This design comes from an exercise in tuning for small area on the open sky130 flow, not from production work. Only simulation tests tie the RTL to the original design; equivalence was not proved. Power and IR drop assume default switching activity.

Design daq_ctrl_top, start of the top module:
module daq_ctrl_top (
	input  logic         tx_clk,
	input  logic         rst,
	input  logic [7:0]   byte_in,
	input  logic         byte_ready,
	input  logic         tx_en_fast,
	input  logic         tx_en_slow,
	input  logic         word_loaded_fast,
	input  logic         word_loaded_slow,
	output logic         byte_unload,
	output logic [145:0] timing,
	output logic [6:0]   pulses,
	output logic [9:0]   rb_fast,
	output logic [9:0]   rb_slow,
	output logic         dcm_rst,
	output logic         idelay_rst_out
);
	localparam int FAST_REGS = 31;
	localparam int SLOW_REGS = 23;
	logic       wr_fast;
	logic       wr_slow;
	logic       keep_fast;
	logic       keep_slow;
	logic [4:0] addr;
	logic [6:0] wdata;
	daq_ctrl_pkg::reg_word_t [FAST_REGS-1:0] fast_regs;
	daq_ctrl_pkg::reg_word_t [FAST_REGS-1:0] fast_regs_n;
	logic clr;
	logic clr_n;
	assign clr = !clr_n;
	always_ff @(posedge tx_clk or posedge rst) begin
		if (rst) begin
			clr_n <= 1'b0;
		end else begin
			clr_n <= 1'b1;
		end
	end
	daq_ctrl_pkg::reg_addr_t fast_rd_addr;
	daq_ctrl_pkg::reg_word_t fast_rd_data;
	daq_ctrl_pkg::reg_addr_t slow_rd_addr;
	daq_ctrl_pkg::reg_word_t slow_rd_data;
	cmd_decoder u_dec (
		.tx_clk      (tx_clk),
		.rst         (rst),
		.clr         (clr),
		.byte_in     (byte_in),
		.byte_ready  (byte_ready),
		.byte_unload (byte_unload),
		.wr_fast     (wr_fast),
		.wr_slow     (wr_slow),
		.keep_fast   (keep_fast),
		.keep_slow   (keep_slow),
		.addr        (addr),
		.wdata       (wdata),
		.pulses      (pulses)
	);
	ctrl_reg_bank #(.N_REGS(FAST_REGS), .INV(1'b1)) u_fast_bank (
		.tx_clk  (tx_clk),
		.clr     (clr),
		.wr      (wr_fast),
		.keep    (keep_fast),
		.wr_addr (addr),
		.wr_data (wdata),
		.rd_addr (fast_rd_addr),
		.rd_data (fast_rd_data),
		.regs    (fast_regs_n)
	);
	ctrl_reg_bank #(.N_REGS(SLOW_REGS)) u_slow_bank (
		.tx_clk  (tx_clk),
		.clr     (clr),
		.wr      (wr_slow),
		.keep    (keep_slow),
		.wr_addr (addr),
		.wr_data (wdata),
		.rd_addr (slow_rd_addr),
		.rd_data (slow_rd_data),
		.regs    ()
	);
	reg_readback #(.N_REGS(FAST_REGS)) u_fast_rb (
		.tx_clk      (tx_clk),
		.rst         (rst),
		.tx_en       (tx_en_fast),
		.word_loaded (word_loaded_fast),
		.rd_data     (fast_rd_data),
		.rd_addr     (fast_rd_addr),
		.link        (rb_fast)
	);
	reg_readback #(.N_REGS(SLOW_REGS)) u_slow_rb (
  ...
==> module cmd_decoder, before the edit <==
module cmd_decoder (
	input  logic       tx_clk,
	input  logic       rst,
	input  logic       clr,
	input  logic [7:0] byte_in,
	input  logic       byte_ready,
	output logic       byte_unload,
	output logic       wr_fast,
	output logic       wr_slow,
	output logic       keep_fast,
	output logic       keep_slow,
	output logic [4:0] addr,
	output logic [6:0] wdata,
	output logic [6:0] pulses
);
	logic tgt_slow;
	logic tgt_none;
	logic trig;
	logic wr;
	logic keep;
	assign wr_fast   = wr && !tgt_slow;
	assign wr_slow   = wr && tgt_slow;
	assign keep_fast = keep || tgt_slow;
	assign keep_slow = keep || !tgt_slow;
	logic decode;
	assign decode = !byte_ready && byte_unload;
	always_ff @(posedge tx_clk or posedge rst) begin
		if (rst) begin
			byte_unload <= 1'b0;
			wr          <= 1'b0;
			keep        <= 1'b1;
			trig        <= 1'b0;
		end else begin
			byte_unload <= byte_ready;
			wr          <= decode && byte_in[7] && !tgt_none;
			keep        <= !(decode && byte_in[7] && !tgt_none);
			trig        <= decode && byte_in[7:3] == 5'd0 && byte_in[2:0] != 3'd7;
		end
	end
	always_ff @(posedge tx_clk) begin
		if (clr) begin
			tgt_slow  <= 1'b0;
			tgt_none  <= 1'b0;
			addr      <= '0;
		end else begin
			if (decode && !byte_in[7] && (byte_in[6] || byte_in[5])) begin
				tgt_slow <= byte_in[6] && byte_in[5];
				tgt_none <= !byte_in[6];
			end
			if (decode && byte_in[7:6] == 2'b01) addr <= byte_in[4:0];
		end
	end
	always_ff @(posedge tx_clk) begin
		wdata <= byte_in[6:0];
	end
	always_comb begin
		pulses    = '0;
		pulses[6] = trig && wdata[2:0] == 3'd0;
		pulses[3] = trig && wdata[2:0] == 3'd1;
		pulses[4] = trig && wdata[2:0] == 3'd2;
		pulses[5] = trig && wdata[2:0] == 3'd3;
		pulses[2] = trig && wdata[2:0] == 3'd4;
		pulses[1] = trig && wdata[2:0] == 3'd5;
		pulses[0] = trig && wdata[2:0] == 3'd6;
	end
endmodule
clock: 10.0 ns
lec_check: 0
cap_margin: 20
core_margin: 2
core_utilization: 70
place_density: 0.8
slew_margin: 20
standard.sh (not shown) runs the stock make flow with config.mk's settings and CLKGATE_MAP_FILE= SYNTH_SCRIPT=/design/flow/synth_recipe.tcl, a recipe that flattens the netlist after the stock synthesis.
==> flow/flow/run.sh <==
#!/bin/bash
# Own layout flow: the standard flow (standard.sh) with two changes.
#  1. Synthesis is the standard script with only the ABC script swapped for the
#     area-oriented flow/area.abc. Its registers (names and cell types) are
#     checked against the standard synthesis; if they differ the standard
#     netlist is used instead.
#  2. Port buffers are sky130_fd_sc_hd__buf_1 (buffer_ports -buffer_cell).
#  3. Clock tree: clusters of at most 10 sinks within 50 um, built of
#     clkbuf_4, without dummy loads (CTS_ARGS).
# Each tool's output goes to a log file of its own in this folder.
set -euo pipefail
W=$PWD
R=$W/orfs/results/$FLOW_PLATFORM/daq_ctrl_top/base

bash standard.sh synth > log_std_synth.txt 2>&1
cp "$R/1_2_yosys.v" ref_netlist.v

# 2. own synthesis: same script and make call, abc script swapped
{ cat flow/abc_override.tcl; cat synth_recipe.tcl; } > own_synth.tcl
sed "s#SYNTH_SCRIPT=[^ ]*#SYNTH_SCRIPT=$W/own_synth.tcl#" standard.sh > own_standard.sh
mkdir -p ref_results
cp -p "$R"/1_* ref_results/
rm -f "$R"/1_*
export OWN_ABC_SCRIPT=$W/flow/area.abc
if bash own_standard.sh synth > log_own_synth.txt 2>&1 \
   && python3 flow/regs.py ref_netlist.v "$R/1_2_yosys.v" > log_regs.txt 2>&1; then
  echo "own synthesis used" >> log_regs.txt
else
  echo "own synthesis not used, back to the standard netlist" >> log_regs.txt
  rm -f "$R"/1_*
  cp -p ref_results/1_* "$R"/
fi

# 3. the rest of the standard flow, port buffers as buf_1
export BUFFER_PORTS_ARGS="-buffer_cell sky130_fd_sc_hd__buf_1"
export CTS_ARGS="-sink_clustering_enable -sink_clustering_size 10 -sink_clustering_max_diameter 50 -buf_list sky130_fd_sc_hd__clkbuf_4 -dont_use_dummy_load -repair_clock_nets"
bash own_standard.sh > log_layout.txt 2>&1
test -s out/final.def
Other scripts of this flow, unchanged in this note and not shown: flow/flow/abc_override.tcl, flow/flow/area.abc, flow/flow/regs.py
Change:
--- a/flow/design.v
+++ b/flow/design.v
@@ -53,18 +53,16 @@
 	logic decode;
 	assign decode = !byte_ready && byte_unload;
 	always_ff @(posedge tx_clk or posedge rst) begin
 		if (rst) begin
 			byte_unload <= 1'b0;
 			wr          <= 1'b0;
-			keep        <= 1'b1;
 			trig        <= 1'b0;
 		end else begin
 			byte_unload <= byte_ready;
 			wr          <= decode && byte_in[7] && !tgt_none;
-			keep        <= !(decode && byte_in[7] && !tgt_none);
 			trig        <= decode && byte_in[7:3] == 5'd0 && byte_in[2:0] != 3'd7;
 		end
 	end
 	always_ff @(posedge tx_clk) begin
 		if (clr) begin
 			tgt_slow  <= 1'b0;
@@ -78,12 +76,15 @@
 			if (decode && byte_in[7:6] == 2'b01) addr <= byte_in[4:0];
 		end
 	end
 	always_ff @(posedge tx_clk) begin
 		wdata <= byte_in[6:0];
 	end
+	always_ff @(posedge tx_clk) begin
+		keep <= !(decode && byte_in[7] && !tgt_none);
+	end
 	always_comb begin
 		pulses    = '0;
 		pulses[6] = trig && wdata[2:0] == 3'd0;
 		pulses[3] = trig && wdata[2:0] == 3'd1;
 		pulses[4] = trig && wdata[2:0] == 3'd2;
 		pulses[5] = trig && wdata[2:0] == 3'd3;
What happened:
- synthesized area is about the same
- hold slack gains 0.034 ns
- critical path depth does not change
- power drops by 0.47%
- synthesized cell count is unchanged
- utilization hardly moves
- global-route usage drops by 0.40 points
- flip-flop and latch count does not change
- via count drops by 1.0%
- final cell count stays flat

separate check: timing with driven ports:
How much do the figures lean on ideal ports? The routed layouts below were timed once more, with nothing changed but the port constraints.
Step 1 assumes that a clkbuf_16 drives the clock port and a buf_2 every other input.
Step 2 adds t to the input delays and takes it off the output delays; t is the mean of the earliest and latest rising clock arrival at the registers after step 1. Input paths then give back, and output paths get back, about the clock's delay inside the block.
Slacks: ideal / step 1 / step 2; pairs: ideal / step 1.
run	shift t [ns]	setup slack, ns	cell pins on the clock port's net
the first run	0.745	4.837 / 4.788 / 5.533	1
the second run	0.750	5.200 / 5.150 / 5.899	1
After both steps every run listed still meets setup and hold.
